This is an optimization exercise on Yosys and OpenROAD, whose aim is a short achievable clock period and few clock cycles, not a production implementation. The RTL was checked by simulation tests, not by an equivalence proof against the original design. Power figures rest on the tool's default switching activity, not on a simulated workload.

## flow/design.v

```verilog
`default_nettype none
package mipsPkg;
	typedef union packed {
		struct packed {
			logic [5:0]                      opcode;
			logic [5-1:0] rs;
			logic [5-1:0] rt;
			logic [5-1:0] rd;
			logic [5-1:0]    shamt;
			logic [5:0]                      funct;
		} rType;
		struct packed {
			logic [5:0]                      opcode;
			logic [5-1:0] rs;
			logic [5-1:0] rt;
			logic [15:0]                     imm16;
		} iType;
		struct packed {
			logic [5:0]  opcode;
			logic [25:0] target26;
		} jType;
	} instrWord_t;
	typedef enum logic [2:0] {
		ALU_AND = 3'b000,
		ALU_OR  = 3'b001,
		ALU_ADD = 3'b010,
		ALU_LUI = 3'b011,
		ALU_NOR = 3'b100,
		ALU_XOR = 3'b101,
		ALU_SUB = 3'b110,
		ALU_SLT = 3'b111
	} aluOp_t;
	typedef enum logic [1:0] {
		SHIFT_SLL = 2'b00,
		SHIFT_SRL = 2'b01,
		SHIFT_SRA = 2'b10
	} shiftOp_t;
	typedef struct packed {
		logic     regWrite;
		logic     regDst;    
		logic     aluSrc;    
		logic     branch;
		logic     memWrite;
		logic     memToReg;
		logic     jump;
		aluOp_t   aluOp;
		logic     useShift;  
		shiftOp_t shiftOp;
	} ctrlSig_t;
	typedef struct packed {
		ctrlSig_t                        ctrl;
		logic [32-1:0]     srcA;
		logic [32-1:0]     regB;
		logic [32-1:0]     signImm;
		logic [5-1:0] rt;
		logic [5-1:0] rd;
		logic [5-1:0]    shamt;
	} decExec_t;
	typedef struct packed {
		logic                            regWrite;
		logic                            memWrite;
		logic                            memToReg;
		logic [32-1:0]     execOut;
		logic [32-1:0]     writeData;
		logic [5-1:0] writeReg;
	} execMem_t;
endpackage
`default_nettype wire
`timescale 1ns/10ps
`default_nettype none
module mipsCore (
	input  wire logic                            clk,
	input  wire logic                            reset,
	output logic [32-1:0]          pc,
	input  wire logic [32-1:0]     instr,
	output logic                                 memWrite,
	output logic [32-1:0]          memAddr,
	output logic [32-1:0]          memWriteData,
	input  wire logic [32-1:0]     memReadData,
	input  wire logic [5-1:0] dispSel,
	output logic [32-1:0]          dispData
);
	logic [31:0] pcR;
	logic [31:0] irD;
	logic [31:0] pc4D;
	logic [31:0] opA;       
	logic [31:0] opB;       
	logic [31:0] sdE;       
	logic        sdLdE;     
	logic [4:0]  shE;
	logic [31:0] brTgtE;
	logic        eSum, eSub, eAnd, eOr, eXor, eNor, eSlt, eSll, eSrl, eSra;
	logic        eLd, eSt, eBr;
	logic [4:0]  eDst;      
	logic [31:0] mRes;
	logic        mLd;
	logic        mSt;
	logic [31:0] mSd;
	logic [4:0]  mDst;
	logic [31:0] wVal;
	logic [4:0]  wDst;
	logic [31:0] rf [1:31];
	logic [31:0] dispCand [0:7];
	logic [2:0]  dispLo;
	assign pc = pcR;
	assign memWrite = mSt;
	assign memAddr = mRes;
	assign memWriteData = mSd;
	logic [5:0]  op;
	logic [4:0]  rs, rt, rd;
	logic [5:0]  fn;
	logic [31:0] signImm;
	logic        isR, rAlu, rSh, isAddi, isLui, isLw, isSw, isBeq, isJ;
	logic        useRs, useRt, wrD;
	logic [4:0]  dstD;
	assign op = irD[31:26];
	assign rs = irD[25:21];
	assign rt = irD[20:16];
	assign rd = irD[15:11];
	assign fn = irD[5:0];
	assign signImm = {{16{irD[15]}}, irD[15:0]};
	assign isR = (op == 6'b000000);
	assign rAlu = isR && (fn == 6'b100000 || fn == 6'b100010 || fn == 6'b100100 ||
		fn == 6'b100101 || fn == 6'b100111 || fn == 6'b100110 || fn == 6'b101010);
	assign rSh = isR && (fn == 6'b000000 || fn == 6'b000010 || fn == 6'b000011);
	assign isAddi = (op == 6'b001000);
	assign isLui = (op == 6'b001111);
	assign isLw = (op == 6'b100011);
	assign isSw = (op == 6'b101011);
	assign isBeq = (op == 6'b000100);
	assign isJ = (op == 6'b000010);
	assign useRs = rAlu || isAddi || isLw || isSw || isBeq;
	assign useRt = rAlu || rSh || isBeq;
	assign wrD = rAlu || rSh || isAddi || isLui || isLw;
	assign dstD = !wrD ? 5'd0 : (isR ? rd : rt);
	logic stall;
	assign stall = eLd && (eDst != 5'd0) &&
		((useRs && rs == eDst) || (useRt && rt == eDst));
	logic [31:0] aluOut;
	logic [31:0] mVal;
	logic [31:0] rfA, rfB;
	logic [31:0] srcA, srcB;
	assign mVal = mLd ? memReadData : mRes;
	assign rfA = (rs == 5'd0) ? 32'd0 : rf[rs];
	assign rfB = (rt == 5'd0) ? 32'd0 : rf[rt];
	always_comb begin
		if (eDst != 5'd0 && rs == eDst)
			srcA = aluOut;
		else if (mDst != 5'd0 && rs == mDst)
			srcA = mVal;
		else if (wDst != 5'd0 && rs == wDst)
			srcA = wVal;
		else
			srcA = rfA;
		if (eDst != 5'd0 && rt == eDst)
			srcB = aluOut;
		else if (mDst != 5'd0 && rt == mDst)
			srcB = mVal;
		else if (wDst != 5'd0 && rt == wDst)
			srcB = wVal;
		else
			srcB = rfB;
	end
	logic [31:0] bx;
	logic [31:0] sum;
	logic        lt;
	logic        eq;
	logic        brTaken;
	logic [31:0] shOut;
	assign bx = opB ^ {32{eSub}};
	assign sum = opA + bx + {31'd0, eSub};
	assign lt = (opA[31] ^ opB[31]) ? opA[31] : sum[31];
	assign eq = (opA == opB);
	assign brTaken = eBr && eq;
	always_comb begin
		shOut = 32'd0;
		if (eSll) shOut = opB << shE;
		if (eSrl) shOut = opB >> shE;
		if (eSra) shOut = $signed(opB) >>> shE;
	end
	assign aluOut = ({32{eSum}} & sum) |
		({32{eAnd}} & (opA & opB)) |
		({32{eOr}}  & (opA | opB)) |
		({32{eXor}} & (opA ^ opB)) |
		({32{eNor}} & ~(opA | opB)) |
		{31'd0, eSlt & lt} |
		shOut;
	logic [31:0] pcPlus4;
	assign pcPlus4 = pcR + 32'd4;
	always_ff @(posedge clk or posedge reset) begin
		if (reset) begin
			pcR <= 32'd0;
			irD <= 32'd0;
		end else if (brTaken) begin
			pcR <= brTgtE;
			irD <= 32'd0;  
		end else if (!stall) begin
			pcR <= isJ ? {pc4D[31:28], irD[25:0], 2'b00} : pcPlus4;
			irD <= instr;
		end
	end
	always_ff @(posedge clk) begin
		if (!stall)
			pc4D <= pcPlus4;
	end
	always_ff @(posedge clk or posedge reset) begin
		if (reset) begin
			{eSum, eSub, eAnd, eOr, eXor, eNor, eSlt, eSll, eSrl, eSra} <= '0;
			{eLd, eSt, eBr} <= '0;
			eDst <= 5'd0;
			sdLdE <= 1'b0;
		end else if (stall) begin
			{eSum, eSub, eAnd, eOr, eXor, eNor, eSlt, eSll, eSrl, eSra} <= '0;
			{eLd, eSt, eBr} <= '0;
			eDst <= 5'd0;
			sdLdE <= 1'b0;
		end else begin
			eSum <= isAddi || isLui || isLw || isSw ||
				(rAlu && (fn == 6'b100000 || fn == 6'b100010));
			eSub <= rAlu && (fn == 6'b100010 || fn == 6'b101010);
			eAnd <= rAlu && fn == 6'b100100;
			eOr <= rAlu && fn == 6'b100101;
			eXor <= rAlu && fn == 6'b100110;
			eNor <= rAlu && fn == 6'b100111;
			eSlt <= rAlu && fn == 6'b101010;
			eSll <= rSh && fn == 6'b000000;
			eSrl <= rSh && fn == 6'b000010;
			eSra <= rSh && fn == 6'b000011;
			eLd <= isLw;
			eSt <= isSw;
			eBr <= isBeq;
			eDst <= dstD;
			sdLdE <= isSw && eLd && (eDst != 5'd0) && (rt == eDst);
		end
	end
	always_ff @(posedge clk) begin
		opA <= isLui ? 32'd0 : srcA;
		opB <= (isAddi || isLw || isSw) ? signImm :
			isLui ? {irD[15:0], 16'd0} : srcB;
		sdE <= srcB;
		shE <= irD[10:6];
		brTgtE <= pc4D + {signImm[29:0], 2'b00};
	end
	always_ff @(posedge clk or posedge reset) begin
		if (reset) begin
			mLd <= 1'b0;
			mSt <= 1'b0;
			mDst <= 5'd0;
			wDst <= 5'd0;
		end else begin
			mLd <= eLd;
			mSt <= eSt;
			mDst <= eDst;
			wDst <= mDst;
		end
	end
	always_ff @(posedge clk) begin
		mRes <= aluOut;
		mSd <= sdLdE ? memReadData : sdE;
		wVal <= mVal;
	end
	always_ff @(posedge clk) begin
		if (wDst != 5'd0)
			rf[wDst] <= wVal;
	end
	always_ff @(posedge clk) begin
		for (int j = 0; j < 8; j++) begin
			if ({dispSel[4:3], 3'(j)} == 5'd0)
				dispCand[j] <= 32'd0;
			else if (wDst == {dispSel[4:3], 3'(j)})
				dispCand[j] <= wVal;
			else
				dispCand[j] <= rf[{dispSel[4:3], 3'(j)}];
		end
		dispLo <= dispSel[2:0];
	end
	assign dispData = dispCand[dispLo];
endmodule
`default_nettype wire
```

## flow/run.sh

```bash
#!/bin/bash
# synth_recipe.tcl (not shown) runs the flow's synth.tcl, then flattens the netlist and writes it again
# the make line also repeats each setting of config.mk as NAME=value (left out here)
make -C /OpenROAD-flow-scripts/flow DESIGN_CONFIG=/design/flow/config.mk WORK_HOME=/design/flow/orfs CLKGATE_MAP_FILE= SYNTH_SCRIPT=/design/flow/synth_recipe.tcl finish
```

## flow/config.mk

```make
export PLATFORM = sky130hd
export DESIGN_NAME = mipsCore
export DESIGN_NICKNAME = mipsCore
export VERILOG_FILES = /design/flow/design.v
export SDC_FILE = /design/flow/constraint.sdc
export NUM_CORES = 4
export LEC_CHECK = 0
export CAP_MARGIN = 20
export CORE_MARGIN = 2
export CORE_UTILIZATION = 45
export SLEW_MARGIN = 20
```

## flow/constraint.sdc

```tcl
create_clock -name core_clock -period 8.0 [get_ports {clk}]
set_input_delay 1.6000 -clock core_clock [delete_from_list [all_inputs] [get_ports {clk}]]
set_output_delay 1.6000 -clock core_clock [all_outputs]
set_load 0.01 [all_outputs]
```

==> flow_summary.html, run 1 <==
<table>
<tr><th>Metric</th><th>Value</th></tr>
<tr><th colspan="2">Run status</th></tr>
<tr><td>Run status</td><td>finished clean</td></tr>
<tr><th colspan="2">Critical path</th></tr>
<tr><td>Worst-case register-to-register setup slack</td><td>3330 ps</td></tr>
<tr><td>Most prevalent standard cell on the critical path</td><td>sky130_fd_sc_hd__a21oi_1</td></tr>
<tr><td>Worst EP required</td><td>6400 ps</td></tr>
<tr><td>Endpoint kind of the worst setup timing path</td><td>primary output</td></tr>
<tr><td>Slowest stage cell, crit path</td><td>sky130_fd_sc_hd__nor2_1</td></tr>
<tr><td>Arrival time worst endpoint</td><td>4990 ps</td></tr>
<tr><td>Delay of the slowest critical-path stage</td><td>730 ps</td></tr>
<tr><td>Critical-path maximum fanout</td><td>40</td></tr>
<tr><td>Crit path cell chain</td><td>inv_4, nor2_1, buf_4, a22oi_1, o22ai_1, a21oi_1, a21oi_1, clkdlybuf4s50_1</td></tr>
<tr><td>Type of the worst setup path</td><td>reg -&gt; out</td></tr>
<tr><td>WP buf/inv</td><td>3</td></tr>
<tr><td>Worst setup SP type</td><td>flip-flop</td></tr>
<tr><td>CP delay by family, top</td><td>buffers and inverters</td></tr>
<tr><th colspan="2">Power</th></tr>
<tr><td>Power density over cell area</td><td>217 nW/um^2</td></tr>
<tr><td>Worst-case vdd ir drop</td><td>156 uV</td></tr>
<tr><td>Sw power</td><td>5690 uW</td></tr>
<tr><td>Portion of total power attributed to the clock network</td><td>38.2%</td></tr>
<tr><td>Fraction of power spent switching nets</td><td>28.7%</td></tr>
<tr><td>Total design power</td><td>19800 uW</td></tr>
<tr><td>Sequential fraction of design power</td><td>43.9%</td></tr>
<tr><td>Internal power</td><td>14200 uW</td></tr>
<tr><td>Combinational share of power</td><td>17.9%</td></tr>
<tr><td>P_leak</td><td>0.0324 uW</td></tr>
<tr><th colspan="2">Detailed routing</th></tr>
<tr><td>Iteration-0 DRC Markers</td><td>10000</td></tr>
<tr><td>Final antenna-violating net count</td><td>0</td></tr>
<tr><td>Post-route DRC</td><td>0</td></tr>
<tr><td>Routed len/inst</td><td>38.6 um</td></tr>
<tr><td>DRT Wirelength</td><td>333000 um</td></tr>
<tr><td>Number of search-and-repair iterations in the first detailed-routing pass</td><td>6</td></tr>
<tr><td>Via count</td><td>62100</td></tr>
<tr><td>Vias per cell</td><td>7.19</td></tr>
<tr><th colspan="2">Global route</th></tr>
<tr><td>Number of antenna violations at the first check in global routing</td><td>10</td></tr>
<tr><td>Vias in the first global route</td><td>59900</td></tr>
<tr><td>Largest net degree at the start of global routing</td><td>103</td></tr>
<tr><td>Wire length of the first global-routing pass</td><td>464000 um</td></tr>
<tr><td>Residual overflow from global routing</td><td>0</td></tr>
<tr><td>GRT Total Usage</td><td>35.5%</td></tr>
<tr><th colspan="2">Clock tree</th></tr>
<tr><td>Number of buffers inserted for hold repair after clock tree synthesis</td><td>0</td></tr>
<tr><td>TritonCTS Buffers</td><td>157</td></tr>
<tr><td>Cell at the root of the clock tree</td><td>sky130_fd_sc_hd__clkbuf_16</td></tr>
<tr><td>Post-CTS sizing</td><td>0</td></tr>
<tr><td>Clock sink count</td><td>1417</td></tr>
<tr><td>Clock transition at the register clock pins on the worst setup and hold paths after CTS</td><td>60 ps</td></tr>
<tr><td>CTS tree</td><td>built</td></tr>
<tr><td>CTS H-tree lvls</td><td>4</td></tr>
<tr><td>Maximum root-to-sink buffer count</td><td>3</td></tr>
<tr><td>Latest clock arrival within the worst-skew pair</td><td>840 ps</td></tr>
<tr><td>Post CTS Setup Buffer Count</td><td>0</td></tr>
<tr><th colspan="2">Timing</th></tr>
<tr><td>Accumulated negative setup slack</td><td>0 ps</td></tr>
<tr><td>Fmax</td><td>152 MHz</td></tr>
<tr><td>Post-layout minimum cycle time</td><td>6590 ps</td></tr>
<tr><td>Actual slew at the worst max-slew pin</td><td>1280 ps</td></tr>
<tr><td>Slew headroom</td><td>14.3%</td></tr>
<tr><td>Clock Skews</td><td>35.7 ps</td></tr>
<tr><td>Final Hold Viols</td><td>0</td></tr>
<tr><td>Final count of negative-setup-slack endpoints</td><td>0</td></tr>
<tr><td>RSZ-0062 raised after global routing</td><td>false</td></tr>
<tr><td>PnR worst setup slack</td><td>1410 ps</td></tr>
<tr><td>Max Slew Vio Count</td><td>0</td></tr>
<tr><td>Post-route fraction of the period consumed by the critical path</td><td>82.4%</td></tr>
<tr><th colspan="2">Place</th></tr>
<tr><td>HPWL after DPL</td><td>213000 um</td></tr>
<tr><td>Number of port buffers</td><td>199</td></tr>
<tr><td>RePlAce Congestion</td><td>0.999</td></tr>
<tr><td>Total cell area at the placement stage</td><td>86000 sq um</td></tr>
<tr><td>Worst Setup Slack post-DPL</td><td>2460 ps</td></tr>
<tr><th colspan="2">Yosys</th></tr>
<tr><td>Post-synth EDFFs</td><td>1056</td></tr>
<tr><td>Average instance area after synthesis</td><td>13.4 sq um</td></tr>
<tr><td>Post-synthesis instance total</td><td>6075</td></tr>
<tr><td>Sequential share of the synthesized area</td><td>48.4%</td></tr>
<tr><td>Cell area after technology mapping</td><td>81500 sq um</td></tr>
<tr><td>Async SR Flop Fraction</td><td>6.70%</td></tr>
<tr><td>Number of distinct library cells after synthesis</td><td>103</td></tr>
<tr><td>Top FF cell, synth</td><td>sky130_fd_sc_hd__edfxtp_1</td></tr>
<tr><td>Post-synthesis sequential element count</td><td>1417</td></tr>
<tr><td>Synth warnings</td><td>2</td></tr>
<tr><th colspan="2">Floorplan</th></tr>
<tr><td>Placeable core area</td><td>180000 sq um</td></tr>
<tr><td>Io pins</td><td>200</td></tr>
<tr><td>Die Area</td><td>184000 sq um</td></tr>
<tr><td>Die Span X</td><td>429 um</td></tr>
<tr><td>Site Rows</td><td>156</td></tr>
<tr><td>Initial standard-cell utilization of the core</td><td>45.2%</td></tr>
<tr><td>Die Ht</td><td>429 um</td></tr>
<tr><th colspan="2">Job</th></tr>
<tr><td>Count of max-cap constraint violations</td><td>0</td></tr>
<tr><th colspan="2">Finish</th></tr>
<tr><td>Most common cell after layout, fill and taps aside</td><td>sky130_fd_sc_hd__edfxtp_1</td></tr>
<tr><td>Number of nets at the end of the flow</td><td>6341</td></tr>
<tr><td>Top library cells by usage in the layout, fill and taps aside</td><td>sky130_fd_sc_hd__edfxtp_1 (1056), sky130_fd_sc_hd__mux4_2 (756), sky130_fd_sc_hd__nand2_1 (529)</td></tr>
<tr><td>Final non-filler cell area</td><td>91300 sq um</td></tr>
<tr><td>Final design utilization</td><td>50.6%</td></tr>
<tr><td>Fraction of layout instances using a drive strength above 1</td><td>23.0%</td></tr>
<tr><td>Area growth from synthesis to layout</td><td>12.1%</td></tr>
<tr><th colspan="2">Hold path</th></tr>
<tr><td>Type of the most critical hold path</td><td>reg -&gt; reg</td></tr>
</table>
==> metrics by stage <==
step	hold slack [ps]	instances
after floorplan	323	6106
after global placement	328	8347
after detailed placement	336	8347
after CTS	349	8637
after global routing	351	8638
final	345	8639
==> area by class of cell <==
cell class | count | area (sq um)
repair buffers | 392 | 3590
clock inverters | 87 | 1000
fillers | 15300 | 89000
inverters | 123 | 470
flip-flops and latches | 1417 | 39500
multi-input cells | 4046 | 39500
diodes | 1 | 2.50
clock buffers | 203 | 4320
well taps | 2370 | 2970
==> worst paths after layout <==
path                            startpoint            to  cells after the start
worst max-delay path             dispLo[0]  dispData[22]                      8
worst min-delay path               pc4D[0]     brTgtE[0]                      0
worst max register to register     irD[18]       sdE[21]                      8
worst min register to register     pc4D[0]     brTgtE[0]                      0
max in group asynchronous            reset           mLd                      3
min in group asynchronous            reset       mDst[3]                      2
==> power by group through the flow <==
stage | Combinational [uW] | Sequential, uW | Clock, uW
floorplan | 2310 | 8640 | 0
global placement | 3420 | 8850 | 0
detailed placement | 3450 | 8850 | 0
CTS | 3470 | 8700 | 7620
global route | 3740 | 8740 | 7910
finish | 3550 | 8720 | 7580
==> cell families after synthesis <==
logic type,after synthesis,share of synthesized area (%)
and+or+nand+nor,1280,7.05
muxes,1232,26.9
other,1,0.00460
adders and majority gates,133,2.06
buffers and inverters,643,3.73
AOI/OAI and AO/OA,1235,10.4
DFF,1417,48.4
xor gates and xnor gates,134,1.44
==> layer usage <==
metal  global-route usage [%]  vias to the layer above  part of all wire (%)
li1                         -                    24500                     -
met1                     43.9                    31500                    35
met2                     54.3                     4873                    45
met3                     9.82                     1128                    12
met4                     24.3                       10                   8.1
met5                        0                        -                 0.021
==> cells in the mapped netlist (26+ instances only) <==
master / instances / area (sq um)
sky130_fd_sc_hd__nor2_1: 348 / 1310
sky130_fd_sc_hd__buf_6: 41 / 462
sky130_fd_sc_hd__nor3_1: 60 / 300
sky130_fd_sc_hd__edfxtp_1: 1056 / 31700
sky130_fd_sc_hd__a31oi_1: 43 / 269
sky130_fd_sc_hd__nand4_1: 35 / 219
sky130_fd_sc_hd__xor2_1: 70 / 613
sky130_fd_sc_hd__a21o_1: 26 / 195
sky130_fd_sc_hd__a21oi_1: 296 / 1480
sky130_fd_sc_hd__a22oi_1: 107 / 803
sky130_fd_sc_hd__mux4_2: 756 / 17000
sky130_fd_sc_hd__xnor2_1: 64 / 561
sky130_fd_sc_hd__dfrtp_1: 95 / 2380
sky130_fd_sc_hd__nand2b_1: 45 / 282
sky130_fd_sc_hd__dfxtp_1: 266 / 5330
sky130_fd_sc_hd__buf_1: 53 / 199
sky130_fd_sc_hd__o22ai_1: 48 / 300
sky130_fd_sc_hd__mux2_2: 110 / 1240
sky130_fd_sc_hd__inv_1: 111 / 417
sky130_fd_sc_hd__nand2_1: 529 / 1990
sky130_fd_sc_hd__o211ai_1: 79 / 593
sky130_fd_sc_hd__mux2i_1: 366 / 3660
sky130_fd_sc_hd__nand3_1: 95 / 475
sky130_fd_sc_hd__buf_2: 75 / 375
sky130_fd_sc_hd__ha_1: 131 / 1640
sky130_fd_sc_hd__o21ai_0: 190 / 951
sky130_fd_sc_hd__a221oi_1: 149 / 1310
sky130_fd_sc_hd__clkbuf_1: 299 / 1120
sky130_fd_sc_hd__a211oi_1: 38 / 285
sky130_fd_sc_hd__buf_4: 48 / 360
==> state kept, by name (all words and copies together) (netlist names), 3 cells and up, named ones only <==
register / count
pcR: 32
wDst: 5
irD: 32
opB: 32
sdE: 32
mSd: 32
mDst: 5
pc4D: 32
rf: 1024
wVal: 32
mRes: 32
dispLo: 3
dispCand: 32
opA: 32
shE: 5
eDst: 5
brTgtE: 32
Testbench counts, summed over its fixed seeds: cycles 12,933.
==> run 2: changes to the inputs <==
--- a/flow/design.v
+++ b/flow/design.v
@@ -99,9 +99,8 @@
 	logic [4:0]  mDst;
 	logic [31:0] wVal;
 	logic [4:0]  wDst;
-	logic [31:0] rf [1:31];
-	logic [31:0] dispCand [0:7];
-	logic [2:0]  dispLo;
+	logic [31:0][31:0] rf;
+	logic [31:0] dispR;
 	assign pc = pcR;
 	assign memWrite = mSt;
 	assign memAddr = mRes;
@@ -133,6 +132,8 @@
 	assign useRt = rAlu || rSh || isBeq;
 	assign wrD = rAlu || rSh || isAddi || isLui || isLw;
 	assign dstD = !wrD ? 5'd0 : (isR ? rd : rt);
+	logic subD;
+	assign subD = rAlu && (fn == 6'b100010 || fn == 6'b101010);
 	logic stall;
 	assign stall = eLd && (eDst != 5'd0) &&
 		((useRs && rs == eDst) || (useRt && rt == eDst));
@@ -141,8 +142,8 @@
 	logic [31:0] rfA, rfB;
 	logic [31:0] srcA, srcB;
 	assign mVal = mLd ? memReadData : mRes;
-	assign rfA = (rs == 5'd0) ? 32'd0 : rf[rs];
-	assign rfB = (rt == 5'd0) ? 32'd0 : rf[rt];
+	assign rfA = rf[rs];
+	assign rfB = rf[rt];
 	always_comb begin
 		if (eDst != 5'd0 && rs == eDst)
 			srcA = aluOut;
@@ -161,15 +162,13 @@
 		else
 			srcB = rfB;
 	end
-	logic [31:0] bx;
 	logic [31:0] sum;
 	logic        lt;
 	logic        eq;
 	logic        brTaken;
 	logic [31:0] shOut;
-	assign bx = opB ^ {32{eSub}};
-	assign sum = opA + bx + {31'd0, eSub};
-	assign lt = (opA[31] ^ opB[31]) ? opA[31] : sum[31];
+	assign sum = opA + opB + {31'd0, eSub};
+	assign lt = (opA[31] == opB[31]) ? opA[31] : sum[31];
 	assign eq = (opA == opB);
 	assign brTaken = eBr && eq;
 	always_comb begin
@@ -217,7 +216,7 @@
 		end else begin
 			eSum <= isAddi || isLui || isLw || isSw ||
 				(rAlu && (fn == 6'b100000 || fn == 6'b100010));
-			eSub <= rAlu && (fn == 6'b100010 || fn == 6'b101010);
+			eSub <= subD;
 			eAnd <= rAlu && fn == 6'b100100;
 			eOr <= rAlu && fn == 6'b100101;
 			eXor <= rAlu && fn == 6'b100110;
@@ -236,7 +235,7 @@
 	always_ff @(posedge clk) begin
 		opA <= isLui ? 32'd0 : srcA;
 		opB <= (isAddi || isLw || isSw) ? signImm :
-			isLui ? {irD[15:0], 16'd0} : srcB;
+			isLui ? {irD[15:0], 16'd0} : (srcB ^ {32{subD}});
 		sdE <= srcB;
 		shE <= irD[10:6];
 		brTgtE <= pc4D + {signImm[29:0], 2'b00};
@@ -259,21 +258,19 @@
 		mSd <= sdLdE ? memReadData : sdE;
 		wVal <= mVal;
 	end
-	always_ff @(posedge clk) begin
-		if (wDst != 5'd0)
-			rf[wDst] <= wVal;
-	end
-	always_ff @(posedge clk) begin
-		for (int j = 0; j < 8; j++) begin
-			if ({dispSel[4:3], 3'(j)} == 5'd0)
-				dispCand[j] <= 32'd0;
-			else if (wDst == {dispSel[4:3], 3'(j)})
-				dispCand[j] <= wVal;
-			else
-				dispCand[j] <= rf[{dispSel[4:3], 3'(j)}];
-		end
-		dispLo <= dispSel[2:0];
-	end
-	assign dispData = dispCand[dispLo];
+	assign rf[0] = 32'd0;
+	for (genvar r = 1; r < 32; r++) begin : g_rf
+		always_ff @(posedge clk) begin
+			if (wDst == 5'(r))
+				rf[r] <= wVal;
+		end
+	end
+	always_ff @(posedge clk) begin
+		if (dispSel != 5'd0 && dispSel == wDst)
+			dispR <= wVal;
+		else
+			dispR <= rf[dispSel];
+	end
+	assign dispData = dispR;
 endmodule
 `default_nettype wire
--- a/flow/config.mk
+++ b/flow/config.mk
@@ -5,7 +5,9 @@
 export SDC_FILE = /design/flow/constraint.sdc
 export NUM_CORES = 4
 export LEC_CHECK = 0
+export ABC_CLOCK_PERIOD_IN_PS = 3000
 export CAP_MARGIN = 20
 export CORE_MARGIN = 2
 export CORE_UTILIZATION = 45
+export SETUP_SLACK_MARGIN = 5
 export SLEW_MARGIN = 20
==> run 2 against run 1 <==
Effect of this change: still clean; utilization up 5.4 points; area after synthesis down 4.3%; hold slack worse by 2.0 ps; power up 0.64%; fmax up 86%; critical path depth up 2; routed wire length down 2.7%; combinational power up 26%; clock power down 7.1%; first-iteration DRC count down 0.82%; final area up 5.6%; largest cell class unchanged.
==> flow_summary.html, run 2 <==
<table>
<tr><th>Metric</th><th>Value</th></tr>
<tr><th colspan="2">Run status</th></tr>
<tr><td>Run status</td><td>finished clean</td></tr>
<tr><th colspan="2">Finish</th></tr>
<tr><td>Fraction of layout instances using a drive strength above 1</td><td>42.6%</td></tr>
<tr><td>Most common cell after layout, fill and taps aside</td><td>sky130_fd_sc_hd__edfxtp_1</td></tr>
<tr><td>Number of filler cells placed in the layout</td><td>13700</td></tr>
<tr><td>Number of flip-flops under the largest register name</td><td>992</td></tr>
<tr><td>Number of nets at the end of the flow</td><td>6136</td></tr>
<tr><td>Area growth from synthesis to layout</td><td>23.7%</td></tr>
<tr><td>Top library cells by usage in the layout, fill and taps aside</td><td>sky130_fd_sc_hd__edfxtp_1 (1024), sky130_fd_sc_hd__mux4_2 (857), sky130_fd_sc_hd__buf_4 (368)</td></tr>
<tr><td>Biggest register</td><td>rf</td></tr>
<tr><td>Final non-filler cell area</td><td>96400 sq um</td></tr>
<tr><th colspan="2">Yosys</th></tr>
<tr><td>Post-synthesis sequential element count</td><td>1380</td></tr>
<tr><td>Synthesized-area fraction occupied by adder cells</td><td>1.59%</td></tr>
<tr><td>Area fraction of the dominant cell type after synthesis</td><td>39.4%</td></tr>
<tr><td>Simple-gate share of the synthesized area</td><td>5.67%</td></tr>
<tr><td>Sequential share of the synthesized area</td><td>49.2%</td></tr>
<tr><td>Area fraction in compound gates after synthesis</td><td>8.43%</td></tr>
<tr><td>Most numerous cell in the Yosys netlist</td><td>sky130_fd_sc_hd__edfxtp_1</td></tr>
<tr><td>Synth top cells by count</td><td>sky130_fd_sc_hd__edfxtp_1 (1024), sky130_fd_sc_hd__mux4_2 (855), sky130_fd_sc_hd__nor2_1 (350)</td></tr>
<tr><td>Top FF cell, synth</td><td>sky130_fd_sc_hd__edfxtp_1</td></tr>
<tr><td>XOR/XNOR Fraction of Synth Area</td><td>1.37%</td></tr>
<tr><td>Number of distinct library cells after synthesis</td><td>96</td></tr>
<tr><td>Share of synthesized area spent on multiplexers</td><td>30.6%</td></tr>
<tr><td>Post-synthesis instance total</td><td>5457</td></tr>
<tr><td>Synth warnings</td><td>1</td></tr>
<tr><td>Cell area after technology mapping</td><td>78000 sq um</td></tr>
<tr><td>Average instance area after synthesis</td><td>14.3 sq um</td></tr>
<tr><td>Combinational family with the most area after synthesis</td><td>multiplexers</td></tr>
<tr><td>Top cells by area in the synthesized netlist</td><td>sky130_fd_sc_hd__edfxtp_1 (39%), sky130_fd_sc_hd__mux4_2 (25%), sky130_fd_sc_hd__dfxtp_1 (6.7%)</td></tr>
<tr><td>Post-synth EDFFs</td><td>1024</td></tr>
<tr><td>Async SR Flop Fraction</td><td>6.88%</td></tr>
<tr><td>Post-synth top area cell</td><td>sky130_fd_sc_hd__edfxtp_1</td></tr>
<tr><th colspan="2">Critical path</th></tr>
<tr><td>Critical-path maximum fanout</td><td>45</td></tr>
<tr><td>Worst-case register-to-register setup slack</td><td>4450 ps</td></tr>
<tr><td>Worst R2R Start</td><td>irD[17]</td></tr>
<tr><td>Arrival time worst endpoint</td><td>4270 ps</td></tr>
<tr><td>Worst EP required</td><td>8720 ps</td></tr>
<tr><td>Type of the worst setup path</td><td>reg -&gt; reg</td></tr>
<tr><td>Endpoint kind of the worst setup timing path</td><td>flip-flop</td></tr>
<tr><td>Worst setup SP type</td><td>flip-flop</td></tr>
<tr><td>RR Endpoint</td><td>opB[20]</td></tr>
<tr><td>R2r worst-path depth</td><td>10</td></tr>
<tr><th colspan="2">Global route</th></tr>
<tr><td>Wire length of the first global-routing pass</td><td>434000 um</td></tr>
<tr><td>Vias in the first global route</td><td>56300</td></tr>
<tr><td>Residual overflow from global routing</td><td>0</td></tr>
<tr><td>GRT Total Usage</td><td>35.1%</td></tr>
<tr><td>Number of antenna violations at the first check in global routing</td><td>19</td></tr>
<tr><td>Largest net degree at the start of global routing</td><td>72</td></tr>
<tr><th colspan="2">Power</th></tr>
<tr><td>Power density over cell area</td><td>207 nW/um^2</td></tr>
<tr><td>Sw power</td><td>5860 uW</td></tr>
<tr><td>Internal power</td><td>14100 uW</td></tr>
<tr><td>Portion of total power attributed to the clock network</td><td>35.3%</td></tr>
<tr><td>P_leak</td><td>0.0343 uW</td></tr>
<tr><td>Sequential fraction of design power</td><td>42.4%</td></tr>
<tr><td>Fraction of power spent switching nets</td><td>29.3%</td></tr>
<tr><td>Combinational share of power</td><td>22.3%</td></tr>
<tr><td>Total design power</td><td>20000 uW</td></tr>
<tr><td>Worst-case vdd ir drop</td><td>230 uV</td></tr>
<tr><th colspan="2">Hold path</th></tr>
<tr><td>Worst Hold End</td><td>brTgtE[0]</td></tr>
<tr><td>Start point of the worst hold path</td><td>pc4D[0]</td></tr>
<tr><td>Type of the most critical hold path</td><td>reg -&gt; reg</td></tr>
<tr><td>Min-Delay Path Depth</td><td>0</td></tr>
<tr><th colspan="2">Detailed routing</th></tr>
<tr><td>Vias per cell</td><td>7.08</td></tr>
<tr><td>Final antenna-violating net count</td><td>0</td></tr>
<tr><td>Post-route DRC</td><td>0</td></tr>
<tr><td>Number of search-and-repair iterations in the first detailed-routing pass</td><td>6</td></tr>
<tr><td>Via count</td><td>59600</td></tr>
<tr><td>Routed len/inst</td><td>38.5 um</td></tr>
<tr><td>Iteration-0 DRC Markers</td><td>9955</td></tr>
<tr><td>DRT Wirelength</td><td>324000 um</td></tr>
<tr><th colspan="2">Timing</th></tr>
<tr><td>Post-route fraction of the period consumed by the critical path</td><td>44.3%</td></tr>
<tr><td>Final Hold Viols</td><td>0</td></tr>
<tr><td>Actual slew at the worst max-slew pin</td><td>1050 ps</td></tr>
<tr><td>RSZ-0062 raised after global routing</td><td>true</td></tr>
<tr><td>Accumulated negative setup slack</td><td>0 ps</td></tr>
<tr><td>Max Slew Vio Count</td><td>0</td></tr>
<tr><td>Final count of negative-setup-slack endpoints</td><td>0</td></tr>
<tr><td>Clock Skews</td><td>35.5 ps</td></tr>
<tr><td>Slew headroom</td><td>29.9%</td></tr>
<tr><td>Post-layout minimum cycle time</td><td>3550 ps</td></tr>
<tr><td>Fmax</td><td>282 MHz</td></tr>
<tr><td>Worst slack on hold paths</td><td>343 ps</td></tr>
<tr><th colspan="2">Clock tree</th></tr>
<tr><td>Clock transition at the register clock pins on the worst setup and hold paths after CTS</td><td>60 ps</td></tr>
<tr><td>Maximum root-to-sink buffer count</td><td>3</td></tr>
<tr><td>CTS H-tree lvls</td><td>4</td></tr>
<tr><td>Cell at the root of the clock tree</td><td>sky130_fd_sc_hd__clkbuf_16</td></tr>
<tr><td>Clock sink count</td><td>1380</td></tr>
<tr><td>TritonCTS Buffers</td><td>151</td></tr>
<tr><td>CTS tree</td><td>built</td></tr>
<tr><td>Number of buffers inserted for hold repair after clock tree synthesis</td><td>0</td></tr>
<tr><td>Latest clock arrival within the worst-skew pair</td><td>830 ps</td></tr>
<tr><th colspan="2">Place</th></tr>
<tr><td>HPWL after DPL</td><td>181000 um</td></tr>
<tr><td>Total cell area at the placement stage</td><td>82500 sq um</td></tr>
<tr><td>Number of port buffers</td><td>199</td></tr>
<tr><td>RePlAce Congestion</td><td>0.963</td></tr>
<tr><th colspan="2">Floorplan</th></tr>
<tr><td>Initial standard-cell utilization of the core</td><td>45.3%</td></tr>
<tr><td>Die Span X</td><td>420 um</td></tr>
<tr><td>Placeable core area</td><td>172000 sq um</td></tr>
<tr><td>Site Rows</td><td>152</td></tr>
<tr><td>Die Area</td><td>177000 sq um</td></tr>
<tr><td>Io pins</td><td>200</td></tr>
<tr><td>Die Ht</td><td>420 um</td></tr>
<tr><th colspan="2">Job</th></tr>
<tr><td>Count of max-cap constraint violations</td><td>0</td></tr>
</table>
-- run 2: what timing repair did --
| item | in CTS | in global routing |
|---|---|---|
| endpoints found under the hold margin | 0 | 0 |
| setup buffers | 214 | 170 |
| setup endpoints to repair | 673 | 259 |
| gates cloned | 51 | 40 |
| gates resized for setup | 1157 | 271 |
| pin swaps | 98 | 121 |
-- run 2: how the worst max path moves through the flow --
| stage | from | to | slack, ps |
|---|---|---|---|
| final | irD[17] | opB[20] | 4450 |
| after global placement | dispSel[1] | dispR[22] | 3120 |
| after global routing | eSub | opB[26] | 4450 |
| after detailed placement | dispSel[1] | dispR[15] | 3150 |
| after CTS | eSub | opB[20] | 4510 |
| after floorplan | dispSel[0] | dispR[11] | 4660 |
-- run 2: cell type report --
type	instances	area, sq um	share of cell area, %
Tap cell	2310	2890	3.00
Timing Repair inverter	2	15.0	0.0156
Multi-Input combinational cell	3487	39900	41.4
Antenna cell	7	17.5	0.0182
Clock inverter	74	623	0.646
Sequential cell	1380	38700	40.1
Timing Repair Buffer	814	9500	9.86
Inverter	132	528	0.548
Clock buffer	207	4280	4.44
-- run 2: critical path: stages (launching register included) --
cell	delay [ps]
sky130_fd_sc_hd__dfrtp_4	550
sky130_fd_sc_hd__buf_16	230
sky130_fd_sc_hd__inv_2	510
sky130_fd_sc_hd__nor2_1	110
sky130_fd_sc_hd__nor2_1	160
sky130_fd_sc_hd__o22ai_1	120
sky130_fd_sc_hd__o21ai_1	430
sky130_fd_sc_hd__o21ai_0	180
sky130_fd_sc_hd__o21ai_1	330
sky130_fd_sc_hd__mux2_2	390
sky130_fd_sc_hd__o41ai_2	290
-- run 2: power by group through the flow --
stage	logic [uW]	registers, uW	clock network (uW)
after floorplan	2200	8490	0
after global placement	3270	8690	0
after detailed placement	3290	8690	0
after CTS	4020	8470	7080
after global routing	4660	8490	7360
final	4460	8470	7040
-- run 2: cell families after synthesis --
logic type | after synthesis
xor+xnor | 122
compound gates | 998
simple gates | 983
fa+ha+maj | 97
buf+inv | 595
mux | 1282
flops | 1380
-- run 2: per-layer routing --
| metal | track usage [%] | vias to the layer above | wire length (um) | share of wire (%) |
|---|---|---|---|---|
| met5 | 0 | - | 125 | 0.039 |
| met4 | 19.2 | 22 | 23500 | 7.2 |
| met3 | 9.45 | 1092 | 42000 | 13 |
| met2 | 53.8 | 4721 | 146000 | 45 |
| met1 | 45.4 | 30600 | 113000 | 35 |
| li1 | - | 23200 | - | - |
-- run 2: per-stage QoR --
stage | util (%) | cells | setup WS [ps]
after global placement | 48.0 | 7649 | 3120
after global routing | 56.1 | 8409 | 4450
after CTS | 54.0 | 8196 | 4510
after detailed placement | 48.0 | 7650 | 3150
final | 56.1 | 8413 | 4450
after floorplan | - | 5457 | 4660
Testbench counts of run 2, summed over its fixed seeds: cycles 12,933.
==> run 3: changes to the inputs <==
--- a/flow/design.v
+++ b/flow/design.v
@@ -109,7 +109,7 @@
 	logic [4:0]  rs, rt, rd;
 	logic [5:0]  fn;
 	logic [31:0] signImm;
-	logic        isR, rAlu, rSh, isAddi, isLui, isLw, isSw, isBeq, isJ;
+	logic        isR, rAlu, rSh, isAddi, isLui, isLw, isSw, isBeq, isBr, isJ;
 	logic        useRs, useRt, wrD;
 	logic [4:0]  dstD;
 	assign op = irD[31:26];
@@ -126,7 +126,8 @@
 	assign isLui = (op == 6'b001111);
 	assign isLw = (op == 6'b100011);
 	assign isSw = (op == 6'b101011);
-	assign isBeq = (op == 6'b000100);
+	assign isBeq = (op == 6'b000100) && (rs != rt);
+	assign isBr = (op == 6'b000100) && (rs == rt);
 	assign isJ = (op == 6'b000010);
 	assign useRs = rAlu || isAddi || isLw || isSw || isBeq;
 	assign useRt = rAlu || rSh || isBeq;
@@ -185,6 +186,8 @@
 		{31'd0, eSlt & lt} |
 		shOut;
 	logic [31:0] pcPlus4;
+	logic [31:0] brTgtD;
+	assign brTgtD = pc4D + {signImm[29:0], 2'b00};
 	assign pcPlus4 = pcR + 32'd4;
 	always_ff @(posedge clk or posedge reset) begin
 		if (reset) begin
@@ -194,7 +197,7 @@
 			pcR <= brTgtE;
 			irD <= 32'd0;  
 		end else if (!stall) begin
-			pcR <= isJ ? {pc4D[31:28], irD[25:0], 2'b00} : pcPlus4;
+			pcR <= isJ ? {pc4D[31:28], irD[25:0], 2'b00} : isBr ? brTgtD : pcPlus4;
 			irD <= instr;
 		end
 	end
@@ -238,7 +241,7 @@
 			isLui ? {irD[15:0], 16'd0} : (srcB ^ {32{subD}});
 		sdE <= srcB;
 		shE <= irD[10:6];
-		brTgtE <= pc4D + {signImm[29:0], 2'b00};
+		brTgtE <= brTgtD;
 	end
 	always_ff @(posedge clk or posedge reset) begin
 		if (reset) begin
==> run 3 against run 2 <==
Effect of this change: critical path type unchanged; flip-flop and latch count unchanged; largest cell class unchanged; die area about the same; critical endpoint is now opB[9]; still clean; critical path depth is 2 higher.
==> flow_summary.html, run 3 <==
<table>
<tr><th>Metric</th><th>Value</th></tr>
<tr><th colspan="2">Finish</th></tr>
<tr><td>Most common cell after layout, fill and taps aside</td><td>sky130_fd_sc_hd__edfxtp_1</td></tr>
<tr><td>Top library cells by usage in the layout, fill and taps aside</td><td>sky130_fd_sc_hd__edfxtp_1 (1024), sky130_fd_sc_hd__mux4_2 (881), sky130_fd_sc_hd__buf_4 (321)</td></tr>
<tr><td>Final non-filler cell area</td><td>97100 sq um</td></tr>
<tr><td>Number of filler cells placed in the layout</td><td>13400</td></tr>
<tr><td>Area growth from synthesis to layout</td><td>24.4%</td></tr>
<tr><td>Area of the multi-input gates</td><td>40300 sq um</td></tr>
<tr><td>Number of nets at the end of the flow</td><td>6036</td></tr>
<tr><td>Fraction of layout instances using a drive strength above 1</td><td>44.4%</td></tr>
<tr><td>Register cell area after layout</td><td>38700 sq um</td></tr>
<tr><td>Biggest register</td><td>rf</td></tr>
<tr><td>Number of flip-flops under the largest register name</td><td>992</td></tr>
<tr><th colspan="2">Critical path</th></tr>
<tr><td>WP buf/inv</td><td>4</td></tr>
<tr><td>Worst setup SP type</td><td>flip-flop</td></tr>
<tr><td>Startpoint of the most critical setup path</td><td>irD[16]</td></tr>
<tr><td>RR Endpoint</td><td>opB[9]</td></tr>
<tr><td>Delay of the slowest critical-path stage</td><td>550 ps</td></tr>
<tr><td>Arrival time worst endpoint</td><td>4160 ps</td></tr>
<tr><td>Cell depth of the worst setup path</td><td>12</td></tr>
<tr><td>Worst EP required</td><td>8710 ps</td></tr>
<tr><td>Endpoint kind of the worst setup timing path</td><td>flip-flop</td></tr>
<tr><td>Type of the worst setup path</td><td>reg -&gt; reg</td></tr>
<tr><td>End point of the critical path</td><td>opB[9]</td></tr>
<tr><td>Critical-path maximum fanout</td><td>5</td></tr>
<tr><td>Worst-case register-to-register setup slack</td><td>4550 ps</td></tr>
<tr><td>Crit path cell chain</td><td>buf_6, buf_12, buf_12, buf_12, mux4_2, mux4_2, mux2i_4, o21ai_2, o211a_1, a21o_1, xnor2_1, o21ai_2</td></tr>
<tr><td>Most prevalent standard cell on the critical path</td><td>sky130_fd_sc_hd__buf_12</td></tr>
<tr><td>R2r worst-path depth</td><td>12</td></tr>
<tr><td>Worst R2R Start</td><td>irD[16]</td></tr>
<tr><td>CP delay by family, top</td><td>multiplexers</td></tr>
<tr><td>Slowest stage cell, crit path</td><td>sky130_fd_sc_hd__mux4_2</td></tr>
<tr><th colspan="2">Timing</th></tr>
<tr><td>Slew headroom</td><td>21.0%</td></tr>
<tr><td>Post-layout minimum cycle time</td><td>3450 ps</td></tr>
<tr><td>Final count of negative-setup-slack endpoints</td><td>0</td></tr>
<tr><td>Accumulated negative setup slack</td><td>0 ps</td></tr>
<tr><td>Max Slew Vio Count</td><td>0</td></tr>
<tr><td>PnR worst setup slack</td><td>4550 ps</td></tr>
<tr><td>RSZ-0062 raised after global routing</td><td>true</td></tr>
<tr><td>Fmax</td><td>290 MHz</td></tr>
<tr><td>Final Hold Viols</td><td>0</td></tr>
<tr><td>Post-route fraction of the period consumed by the critical path</td><td>43.1%</td></tr>
<tr><td>Clock Skews</td><td>41.5 ps</td></tr>
<tr><td>Actual slew at the worst max-slew pin</td><td>1180 ps</td></tr>
<tr><th colspan="2">Yosys</th></tr>
<tr><td>Sequential share of the synthesized area</td><td>49.2%</td></tr>
<tr><td>Post-synth EDFFs</td><td>1024</td></tr>
<tr><td>Area fraction of the dominant cell type after synthesis</td><td>39.4%</td></tr>
<tr><td>Synth top cells by count</td><td>sky130_fd_sc_hd__edfxtp_1 (1024), sky130_fd_sc_hd__mux4_2 (881), sky130_fd_sc_hd__nor2_1 (323)</td></tr>
<tr><td>Post-synthesis instance total</td><td>5378</td></tr>
<tr><td>Synth warnings</td><td>1</td></tr>
<tr><td>Async SR Flop Fraction</td><td>6.88%</td></tr>
<tr><td>Top cells by area in the synthesized netlist</td><td>sky130_fd_sc_hd__edfxtp_1 (39%), sky130_fd_sc_hd__mux4_2 (25%), sky130_fd_sc_hd__dfxtp_1 (6.7%)</td></tr>
<tr><td>Number of distinct library cells after synthesis</td><td>102</td></tr>
<tr><td>Top FF cell, synth</td><td>sky130_fd_sc_hd__edfxtp_1</td></tr>
<tr><td>Post-synthesis sequential element count</td><td>1380</td></tr>
<tr><td>Post-synth top area cell</td><td>sky130_fd_sc_hd__edfxtp_1</td></tr>
<tr><td>Most numerous cell in the Yosys netlist</td><td>sky130_fd_sc_hd__edfxtp_1</td></tr>
<tr><td>Cell area after technology mapping</td><td>78000 sq um</td></tr>
<tr><td>Average instance area after synthesis</td><td>14.5 sq um</td></tr>
<tr><th colspan="2">Clock tree</th></tr>
<tr><td>Clock transition at the register clock pins on the worst setup and hold paths after CTS</td><td>70 ps</td></tr>
<tr><td>TritonCTS Buffers</td><td>149</td></tr>
<tr><td>CTS tree</td><td>built</td></tr>
<tr><td>Number of buffers inserted for hold repair after clock tree synthesis</td><td>0</td></tr>
<tr><td>Latest clock arrival within the worst-skew pair</td><td>850 ps</td></tr>
<tr><td>Maximum root-to-sink buffer count</td><td>3</td></tr>
<tr><td>CTS H-tree lvls</td><td>4</td></tr>
<tr><td>Cell at the root of the clock tree</td><td>sky130_fd_sc_hd__clkbuf_16</td></tr>
<tr><td>Clock sink count</td><td>1380</td></tr>
<tr><th colspan="2">Floorplan</th></tr>
<tr><td>Site Rows</td><td>152</td></tr>
<tr><td>Placeable core area</td><td>172000 sq um</td></tr>
<tr><td>Die Ht</td><td>420 um</td></tr>
<tr><td>Die Span X</td><td>420 um</td></tr>
<tr><td>Io pins</td><td>200</td></tr>
<tr><td>Die Area</td><td>177000 sq um</td></tr>
<tr><td>Initial standard-cell utilization of the core</td><td>45.4%</td></tr>
<tr><th colspan="2">Global route</th></tr>
<tr><td>Residual overflow from global routing</td><td>0</td></tr>
<tr><td>Wire length of the first global-routing pass</td><td>440000 um</td></tr>
<tr><td>Vias in the first global route</td><td>56500</td></tr>
<tr><td>Number of antenna violations at the first check in global routing</td><td>11</td></tr>
<tr><td>Largest net degree at the start of global routing</td><td>74</td></tr>
<tr><td>GRT Total Usage</td><td>35.7%</td></tr>
<tr><th colspan="2">Detailed routing</th></tr>
<tr><td>M1 WL</td><td>109000 um</td></tr>
<tr><td>Post-route DRC</td><td>0</td></tr>
<tr><td>DRT Wirelength</td><td>324000 um</td></tr>
<tr><td>Routed len/inst</td><td>38.9 um</td></tr>
<tr><td>Routed wire length on met3</td><td>38300 um</td></tr>
<tr><td>Vias per cell</td><td>7.09</td></tr>
<tr><td>Uppermost routed layer</td><td>met5</td></tr>
<tr><td>Iteration-0 DRC Markers</td><td>9011</td></tr>
<tr><td>Metal2 WL</td><td>150000 um</td></tr>
<tr><td>Number of search-and-repair iterations in the first detailed-routing pass</td><td>8</td></tr>
<tr><td>Final antenna-violating net count</td><td>0</td></tr>
<tr><td>Via count</td><td>58900</td></tr>
<tr><th colspan="2">Hold path</th></tr>
<tr><td>Type of the most critical hold path</td><td>reg -&gt; reg</td></tr>
<tr><th colspan="2">Place</th></tr>
<tr><td>RePlAce Congestion</td><td>1.03</td></tr>
<tr><td>Worst Setup Slack post-DPL</td><td>3260 ps</td></tr>
<tr><td>Total cell area at the placement stage</td><td>82500 sq um</td></tr>
<tr><td>Number of port buffers</td><td>199</td></tr>
<tr><td>HPWL after DPL</td><td>181000 um</td></tr>
<tr><th colspan="2">Job</th></tr>
<tr><td>Count of max-cap constraint violations</td><td>0</td></tr>
<tr><th colspan="2">Power</th></tr>
<tr><td>Worst-case vdd ir drop</td><td>217 uV</td></tr>
<tr><td>Power density over cell area</td><td>206 nW/um^2</td></tr>
<tr><td>P_leak</td><td>0.0346 uW</td></tr>
<tr><th colspan="2">Run status</th></tr>
<tr><td>Run status</td><td>finished clean</td></tr>
</table>
-- run 3: routing by layer --
metal  global-route usage, %  up-vias
li1                        -    22900
met1                    43.5    30400
met2                    56.1     4521
met3                    9.34     1112
met4                    23.8       10
met5                       0        -
-- run 3: what timing repair did --
item | CTS | global route
endpoints found under the setup margin | 582 | 263
pin swaps | 139 | 121
gates cloned | 69 | 18
resized for setup | 1354 | 268
setup buffers | 268 | 102
-- run 3: final cells by class --
class	instances	area share, %
clock buffer	219	4.43
multi-input combinational	3425	41.5
sequential	1380	39.9
antenna	7	0.0180
tap	2310	2.98
timing repair inverter	2	0.0180
timing repair buffer	795	10.0
clock inverter	59	0.624
inverter	115	0.485
-- run 3: worst min-delay path by stage --
stage,from,to,slack [ps],cells past startpoint
finish,eSt,mSt,350,0
global route,eSt,mSt,370,0
CTS,eSt,mSt,360,0
detailed placement,eSt,mSt,340,0
global placement,pc4D[1],brTgtE[1],350,0
floorplan,eSt,mSt,330,0
-- run 3: cells by family after synthesis --
| group | share of synthesized area (%) |
|---|---|
| xor+xnor | 1.44 |
| simple gates | 5.25 |
| fa+ha+maj | 1.58 |
| buf+inv | 3.22 |
| compound gates | 8.39 |
| mux | 31.0 |
| flops | 49.2 |
-- run 3: per-stage QoR --
step	hold WS [ps]	util, %	cells	power [uW]
6_report	349	56.5	8312	20000
5_1_grt	368	56.5	8307	20600
4_1_cts	360	55.1	8185	19700
3_5_place_dp	336	48.0	7570	12000
3_3_place_gp	351	47.9	7566	12000
2_1_floorplan	331	-	5378	10700
-- run 3: where the power goes --
group	internal [uW]	leakage [uW]	switching, uW
registers	8080	0.0129	370
clock network	3960	0.00240	3080
logic	2100	0.0192	2450
total	14100	0.0346	5900
Testbench counts of run 3, summed over its fixed seeds: cycles 12,756.
==> run 4: changes to the inputs <==
--- a/flow/config.mk
+++ b/flow/config.mk
@@ -5,9 +5,9 @@
 export SDC_FILE = /design/flow/constraint.sdc
 export NUM_CORES = 4
 export LEC_CHECK = 0
-export ABC_CLOCK_PERIOD_IN_PS = 3000
 export CAP_MARGIN = 20
 export CORE_MARGIN = 2
 export CORE_UTILIZATION = 45
+export PLACE_DENSITY = 0.65
 export SETUP_SLACK_MARGIN = 5
 export SLEW_MARGIN = 20
==> run 4 against run 3 <==
Effect of this change: power is 1.4% higher; hold slack better by 7.6 ps; sequential power hardly changed; clock skew is 5.0 ps lower; synthesized cell count stayed put; utilization is 0.54 points lower; global-route usage is 0.77 points lower; final area is 0.96% lower; via count is 0.50% lower; largest cell class unchanged; highest routed layer unchanged.
==> flow_summary.html, run 4 <==
<table>
<tr><th>Metric</th><th>Value</th></tr>
<tr><th colspan="2">Clock tree</th></tr>
<tr><td>CTS H-tree lvls</td><td>4</td></tr>
<tr><td>Clock sink count</td><td>1380</td></tr>
<tr><td>Clock transition at the register clock pins on the worst setup and hold paths after CTS</td><td>70 ps</td></tr>
<tr><td>Cell at the root of the clock tree</td><td>sky130_fd_sc_hd__clkbuf_16</td></tr>
<tr><td>TritonCTS Buffers</td><td>149</td></tr>
<tr><td>CTS tree</td><td>built</td></tr>
<tr><td>Number of buffers inserted for hold repair after clock tree synthesis</td><td>0</td></tr>
<tr><td>Latest clock arrival within the worst-skew pair</td><td>830 ps</td></tr>
<tr><td>Maximum root-to-sink buffer count</td><td>3</td></tr>
<tr><th colspan="2">Detailed routing</th></tr>
<tr><td>Via count</td><td>58600</td></tr>
<tr><td>Routed len/inst</td><td>38.2 um</td></tr>
<tr><td>Final antenna-violating net count</td><td>0</td></tr>
<tr><td>Number of search-and-repair iterations in the first detailed-routing pass</td><td>9</td></tr>
<tr><td>Vias per cell</td><td>7.08</td></tr>
<tr><td>Post-route DRC</td><td>0</td></tr>
<tr><td>DRT Wirelength</td><td>316000 um</td></tr>
<tr><td>Iteration-0 DRC Markers</td><td>9156</td></tr>
<tr><th colspan="2">Finish</th></tr>
<tr><td>Number of nets at the end of the flow</td><td>6002</td></tr>
<tr><td>Area of the multi-input gates</td><td>40000 sq um</td></tr>
<tr><td>Number of filler cells placed in the layout</td><td>13300</td></tr>
<tr><td>Area growth from synthesis to layout</td><td>23.2%</td></tr>
<tr><td>Top library cells by usage in the layout, fill and taps aside</td><td>sky130_fd_sc_hd__edfxtp_1 (1024), sky130_fd_sc_hd__mux4_2 (881), sky130_fd_sc_hd__buf_4 (336)</td></tr>
<tr><td>Biggest register</td><td>rf</td></tr>
<tr><td>Register cell area after layout</td><td>38700 sq um</td></tr>
<tr><td>Most common cell after layout, fill and taps aside</td><td>sky130_fd_sc_hd__edfxtp_1</td></tr>
<tr><td>Fraction of layout instances using a drive strength above 1</td><td>43.5%</td></tr>
<tr><td>Number of flip-flops under the largest register name</td><td>992</td></tr>
<tr><th colspan="2">Floorplan</th></tr>
<tr><td>Site Rows</td><td>152</td></tr>
<tr><td>Die Ht</td><td>420 um</td></tr>
<tr><td>Die Area</td><td>177000 sq um</td></tr>
<tr><td>Die Span X</td><td>420 um</td></tr>
<tr><td>Io pins</td><td>200</td></tr>
<tr><td>Placeable core area</td><td>172000 sq um</td></tr>
<tr><td>Initial standard-cell utilization of the core</td><td>45.4%</td></tr>
<tr><th colspan="2">Yosys</th></tr>
<tr><td>Cell area after technology mapping</td><td>78000 sq um</td></tr>
<tr><td>Synth top cells by count</td><td>sky130_fd_sc_hd__edfxtp_1 (1024), sky130_fd_sc_hd__mux4_2 (881), sky130_fd_sc_hd__nor2_1 (323)</td></tr>
<tr><td>Most numerous cell in the Yosys netlist</td><td>sky130_fd_sc_hd__edfxtp_1</td></tr>
<tr><td>Area fraction of the dominant cell type after synthesis</td><td>39.4%</td></tr>
<tr><td>Post-synthesis instance total</td><td>5378</td></tr>
<tr><td>Post-synthesis sequential element count</td><td>1380</td></tr>
<tr><td>Top FF cell, synth</td><td>sky130_fd_sc_hd__edfxtp_1</td></tr>
<tr><td>Sequential share of the synthesized area</td><td>49.2%</td></tr>
<tr><td>Post-synth EDFFs</td><td>1024</td></tr>
<tr><td>Post-synth top area cell</td><td>sky130_fd_sc_hd__edfxtp_1</td></tr>
<tr><td>Average instance area after synthesis</td><td>14.5 sq um</td></tr>
<tr><td>Synth warnings</td><td>1</td></tr>
<tr><td>Async SR Flop Fraction</td><td>6.88%</td></tr>
<tr><td>Top cells by area in the synthesized netlist</td><td>sky130_fd_sc_hd__edfxtp_1 (39%), sky130_fd_sc_hd__mux4_2 (25%), sky130_fd_sc_hd__dfxtp_1 (6.7%)</td></tr>
<tr><td>Number of distinct library cells after synthesis</td><td>102</td></tr>
<tr><th colspan="2">Critical path</th></tr>
<tr><td>CP delay by family, top</td><td>compound AO/OA/AOI/OAI gates</td></tr>
<tr><td>Worst setup SP type</td><td>flip-flop</td></tr>
<tr><td>Critical-path maximum fanout</td><td>3</td></tr>
<tr><td>Arrival time worst endpoint</td><td>4260 ps</td></tr>
<tr><td>Cell depth of the worst setup path</td><td>14</td></tr>
<tr><td>Worst EP required</td><td>8700 ps</td></tr>
<tr><td>Delay of the slowest critical-path stage</td><td>430 ps</td></tr>
<tr><td>WP buf/inv</td><td>3</td></tr>
<tr><td>Slowest stage cell, crit path</td><td>sky130_fd_sc_hd__dfrtp_1</td></tr>
<tr><td>R2r worst-path depth</td><td>14</td></tr>
<tr><td>Type of the worst setup path</td><td>reg -&gt; reg</td></tr>
<tr><td>Crit path cell chain</td><td>fa_2, buf_4, buf_6, a211oi_4, o211ai_1, buf_4, nand3_4, a211oi_4, o311a_4, or3_1, a311o_1, a22o_1, xnor2_1, o21ai_1</td></tr>
<tr><td>Endpoint kind of the worst setup timing path</td><td>flip-flop</td></tr>
<tr><th colspan="2">Power</th></tr>
<tr><td>P_leak</td><td>0.0342 uW</td></tr>
<tr><td>Power density over cell area</td><td>211 nW/um^2</td></tr>
<tr><td>Worst-case vdd ir drop</td><td>223 uV</td></tr>
<tr><th colspan="2">Place</th></tr>
<tr><td>HPWL after DPL</td><td>179000 um</td></tr>
<tr><td>RePlAce Congestion</td><td>0.997</td></tr>
<tr><td>Number of port buffers</td><td>199</td></tr>
<tr><th colspan="2">Timing</th></tr>
<tr><td>Final count of negative-setup-slack endpoints</td><td>0</td></tr>
<tr><td>Accumulated negative setup slack</td><td>0 ps</td></tr>
<tr><td>Clock Skews</td><td>36.6 ps</td></tr>
<tr><td>Actual slew at the worst max-slew pin</td><td>1150 ps</td></tr>
<tr><td>RSZ-0062 raised after global routing</td><td>true</td></tr>
<tr><td>Post-route fraction of the period consumed by the critical path</td><td>44.5%</td></tr>
<tr><td>Slew headroom</td><td>23.3%</td></tr>
<tr><td>Max Slew Vio Count</td><td>0</td></tr>
<tr><td>Worst slack on hold paths</td><td>357 ps</td></tr>
<tr><td>Fmax</td><td>281 MHz</td></tr>
<tr><td>Post-layout minimum cycle time</td><td>3560 ps</td></tr>
<tr><td>Final Hold Viols</td><td>0</td></tr>
<tr><th colspan="2">Hold path</th></tr>
<tr><td>Min-Delay Path Depth</td><td>0</td></tr>
<tr><td>Type of the most critical hold path</td><td>reg -&gt; reg</td></tr>
<tr><th colspan="2">Global route</th></tr>
<tr><td>Wire length of the first global-routing pass</td><td>432000 um</td></tr>
<tr><td>Residual overflow from global routing</td><td>0</td></tr>
<tr><td>GRT Total Usage</td><td>34.9%</td></tr>
<tr><td>Largest net degree at the start of global routing</td><td>76</td></tr>
<tr><td>Number of antenna violations at the first check in global routing</td><td>6</td></tr>
<tr><td>Vias in the first global route</td><td>56500</td></tr>
<tr><th colspan="2">Job</th></tr>
<tr><td>Count of max-cap constraint violations</td><td>0</td></tr>
<tr><th colspan="2">Run status</th></tr>
<tr><td>Run status</td><td>finished clean</td></tr>
</table>
-- run 4: cell counts after synthesis --
No cell type changed its count.
-- run 4: power by group --
part           total (uW)  internal (uW)  switching [uW]
logic                4530           2090            2440
clock network        7310           4230            3080
registers            8480           8080             396
total               20300          14400            5920
-- run 4: final timing paths --
check                           startpoint      end  slack [ps]
worst min register to register         eSt      mSt         360
max in group asynchronous            reset   pcR[4]        5640
min in group asynchronous            reset   pcR[0]        1230
worst max register to register        eSub  opB[25]        4440
worst min-delay path                   eSt      mSt         360
worst max-delay path                  eSub  opB[25]        4440
-- run 4: area by class of cell --
type,instances,share of cell area [%]
Antenna cell,6,0.0156
Clock buffer,196,4.41
Clock inverter,84,0.933
Inverter,115,0.488
Multi-Input combinational cell,3428,41.6
Sequential cell,1380,40.3
Tap cell,2310,3.01
Timing Repair Buffer,760,9.25
-- run 4: metal layers --
metal  GRT usage (%)  share of wire [%]  wire (um)
met5               0             0.0082         26
met1            42.8                 33     105000
met3            8.55                 12      38500
met4            24.5                8.8      27800
met2            54.5                 46     145000
-- run 4: through the flow --
stage / util, % / cells / instance area (sq um) / power, uW / setup WS, ps
final: 55.9 / 8279 / 96100 / 20300 / 4440
after CTS: 54.5 / 8135 / 93800 / 19900 / 4460
after global placement: 47.9 / 7570 / 82400 / 12000 / 3100
after global routing: 55.9 / 8275 / 96100 / 20800 / 4410
after floorplan: - / 5378 / 78300 / 10700 / 4550
after detailed placement: 47.9 / 7570 / 82400 / 12000 / 3130
-- run 4: cell families after synthesis --
kind of cell / Yosys count / synth area share, %
DFF: 1380 / 49.2
muxes: 1289 / 31.0
AOI/OAI and AO/OA: 996 / 8.39
and+or+nand+nor: 914 / 5.25
buffers and inverters: 574 / 3.22
xor gates and xnor gates: 128 / 1.44
adders and majority gates: 97 / 1.58
-- run 4: worst register-to-register path, cell delays in order, from the launching register on --
cell                       delay [ps]
sky130_fd_sc_hd__dfrtp_1          430
sky130_fd_sc_hd__fa_2             400
sky130_fd_sc_hd__buf_4            150
sky130_fd_sc_hd__buf_6            110
sky130_fd_sc_hd__a211oi_4         260
sky130_fd_sc_hd__o211ai_1         110
sky130_fd_sc_hd__buf_4            170
sky130_fd_sc_hd__nand3_4           90
sky130_fd_sc_hd__a211oi_4          70
sky130_fd_sc_hd__o311a_4          360
sky130_fd_sc_hd__or3_1            350
sky130_fd_sc_hd__a311o_1          420
sky130_fd_sc_hd__a22o_1           290
sky130_fd_sc_hd__xnor2_1          150
sky130_fd_sc_hd__o21ai_1           70
-- run 4: what timing repair did --
action / 4_1_cts / 5_1_grt
cloned: 50 / 17
setup buffers: 235 / 120
resized for setup: 1274 / 225
setup endpoints to repair: 438 / 315
pin swaps: 116 / 129
==> run 5: changes to the inputs <==
--- a/flow/config.mk
+++ b/flow/config.mk
@@ -7,7 +7,6 @@
 export LEC_CHECK = 0
 export CAP_MARGIN = 20
 export CORE_MARGIN = 2
-export CORE_UTILIZATION = 45
-export PLACE_DENSITY = 0.65
+export CORE_UTILIZATION = 52
 export SETUP_SLACK_MARGIN = 5
 export SLEW_MARGIN = 20
==> run 5 against run 4 <==
Effect of this change: utilization rose by 9.0 points; critical path depth fell by 1; still clean on timing, DRC and antenna; highest routed layer unchanged; critical endpoint is now opB[8]; combinational power rose by 3%; largest power group unchanged; setup slack improved by 47 ps; register-to-register slack improved by 50 ps; clock skew rose by 13 ps; synthesized cell count did not move; area after synthesis did not move; largest cell class unchanged.
==> flow_summary.html, run 5 <==
<table>
<tr><th>Metric</th><th>Value</th></tr>
<tr><th colspan="2">Critical path</th></tr>
<tr><td>Most prevalent standard cell on the critical path</td><td>sky130_fd_sc_hd__buf_12</td></tr>
<tr><td>Type of the worst setup path</td><td>reg -&gt; reg</td></tr>
<tr><td>Critical-path maximum fanout</td><td>6</td></tr>
<tr><td>WP buf/inv</td><td>5</td></tr>
<tr><th colspan="2">Clock tree</th></tr>
<tr><td>Cell at the root of the clock tree</td><td>sky130_fd_sc_hd__clkbuf_16</td></tr>
<tr><td>TritonCTS Buffers</td><td>153</td></tr>
<tr><td>Maximum root-to-sink buffer count</td><td>3</td></tr>
<tr><th colspan="2">Yosys</th></tr>
<tr><td>Post-synthesis instance total</td><td>5378</td></tr>
<tr><td>Sequential share of the synthesized area</td><td>49.2%</td></tr>
<tr><td>Average instance area after synthesis</td><td>14.5 sq um</td></tr>
<tr><td>Post-synthesis sequential element count</td><td>1380</td></tr>
<tr><th colspan="2">Finish</th></tr>
<tr><td>Area of the multi-input gates</td><td>40200 sq um</td></tr>
<tr><td>Area growth from synthesis to layout</td><td>24.3%</td></tr>
<tr><th colspan="2">Global route</th></tr>
<tr><td>Largest net degree at the start of global routing</td><td>70</td></tr>
<tr><td>Vias in the first global route</td><td>55900</td></tr>
<tr><th colspan="2">Timing</th></tr>
<tr><td>PnR worst setup slack</td><td>4490 ps</td></tr>
<tr><th colspan="2">Power</th></tr>
<tr><td>P_leak</td><td>0.0347 uW</td></tr>
<tr><td>Worst-case vdd ir drop</td><td>188 uV</td></tr>
<tr><th colspan="2">Detailed routing</th></tr>
<tr><td>Via count</td><td>59100</td></tr>
<tr><td>DRT Wirelength</td><td>328000 um</td></tr>
<tr><th colspan="2">Run status</th></tr>
<tr><td>Run status</td><td>finished clean</td></tr>
<tr><th colspan="2">Floorplan</th></tr>
<tr><td>Io pins</td><td>200</td></tr>
<tr><td>Die Area</td><td>153000 sq um</td></tr>
</table>
run 5: final timing paths:
path                          from   endpoint  slack [ps]  depth (start not counted)
max                        irD[16]     opB[8]        4490                         13
min                        pc4D[0]  brTgtE[0]         380                          0
max reg2reg                irD[16]     opB[8]        4490                         13
min reg2reg                pc4D[0]  brTgtE[0]         380                          0
max in group asynchronous    reset     pcR[4]        5590                          3
min in group asynchronous    reset    irD[22]        1250                          2
run 5: per-layer routing:
layer / up-vias / track usage [%] / routed length (um)
met4: 10 / 24.9 / 25900
met2: 4909 / 63.4 / 147000
li1: 22900 / - / -
met5: - / 0 / 110
met1: 30200 / 54.5 / 113000
met3: 1134 / 10.0 / 42000
run 5: cells by family after synthesis:
logic type	after synthesis	synth area share, %
xor gates and xnor gates	128	1.44
muxes	1289	31.0
AOI/OAI and AO/OA	996	8.39
adders and majority gates	97	1.58
DFF	1380	49.2
and+or+nand+nor	914	5.25
buffers and inverters	574	3.22
run 5: stage by stage:
| stage | util, % | hold slack, ps | power, uW | std cells | area, sq um |
|---|---|---|---|---|---|
| 2_1_floorplan | - | 331 | 10700 | 5378 | 78300 |
| 3_3_place_gp | 54.9 | 350 | 12000 | 7279 | 82100 |
| 3_5_place_dp | 55.0 | 363 | 12000 | 7281 | 82200 |
| 4_1_cts | 63.1 | 378 | 20200 | 7886 | 94300 |
| 5_1_grt | 64.9 | 388 | 21100 | 8036 | 97000 |
| 6_report | 64.9 | 376 | 20600 | 8041 | 97000 |
run 5: cell type report:
type / count / area share (%)
antenna: 5 / 0.0129
clock buffer: 195 / 4.37
clock inverter: 90 / 1.14
inverter: 115 / 0.475
multi-input combinational: 3428 / 41.4
sequential: 1380 / 39.9
tap: 2016 / 2.60
timing repair buffer: 810 / 10.1
timing repair inverter: 2 / 0.0181
run 5: power by group:
| part | internal [uW] | total, uW | switching (uW) |
|---|---|---|---|
| logic | 2110 | 4670 | 2550 |
| clock network | 4430 | 7550 | 3120 |
| registers | 8080 | 8430 | 348 |
| total | 14600 | 20600 | 6030 |
run 5: repair_timing:
item | 4_1_cts | 5_1_grt
cloned | 66 | 26
setup endpoints to repair | 573 | 294
hold endpoints to repair | 0 | 0
resized for setup | 1175 | 248
setup buffers | 254 | 124
pin swaps | 137 | 137
hold buffers | 0 | 0

static timing again, ports no longer ideal:
Ports are ideal in the flow. The routed layouts listed here were re-timed in OpenROAD. Step 1 (the two cells are an assumption about what drives the block):
set clk [get_ports {clk}]
set_driving_cell -lib_cell sky130_fd_sc_hd__clkbuf_16 $clk
set_driving_cell -lib_cell sky130_fd_sc_hd__buf_2 [delete_from_list [all_inputs] $clk]
Step 2, shift: input delay + t, output delay - t, t = (earliest + latest rising clock arrival at the registers) / 2. This alone moves slack from input paths to output paths. a / b / c = ideal / step 1 / step 2; a / b = the first two.
run	t, ns	slack for setup (ns)	pins driven straight from the clock port
run 1	0.917	1.410 / 1.317 / 2.233	1
run 2	0.911	4.453 / 4.453 / 3.926	1
run 3	0.927	4.548 / 4.548 / 3.893	1
run 4	0.911	4.440 / 4.440 / 4.003	1
run 5	0.875	4.487 / 4.487 / 3.948	1
After both steps every run listed still meets setup and hold. For run 3, which loses most, drivers alone change the setup slack by 0.000 ns; drivers and shift together by -0.655 ns.
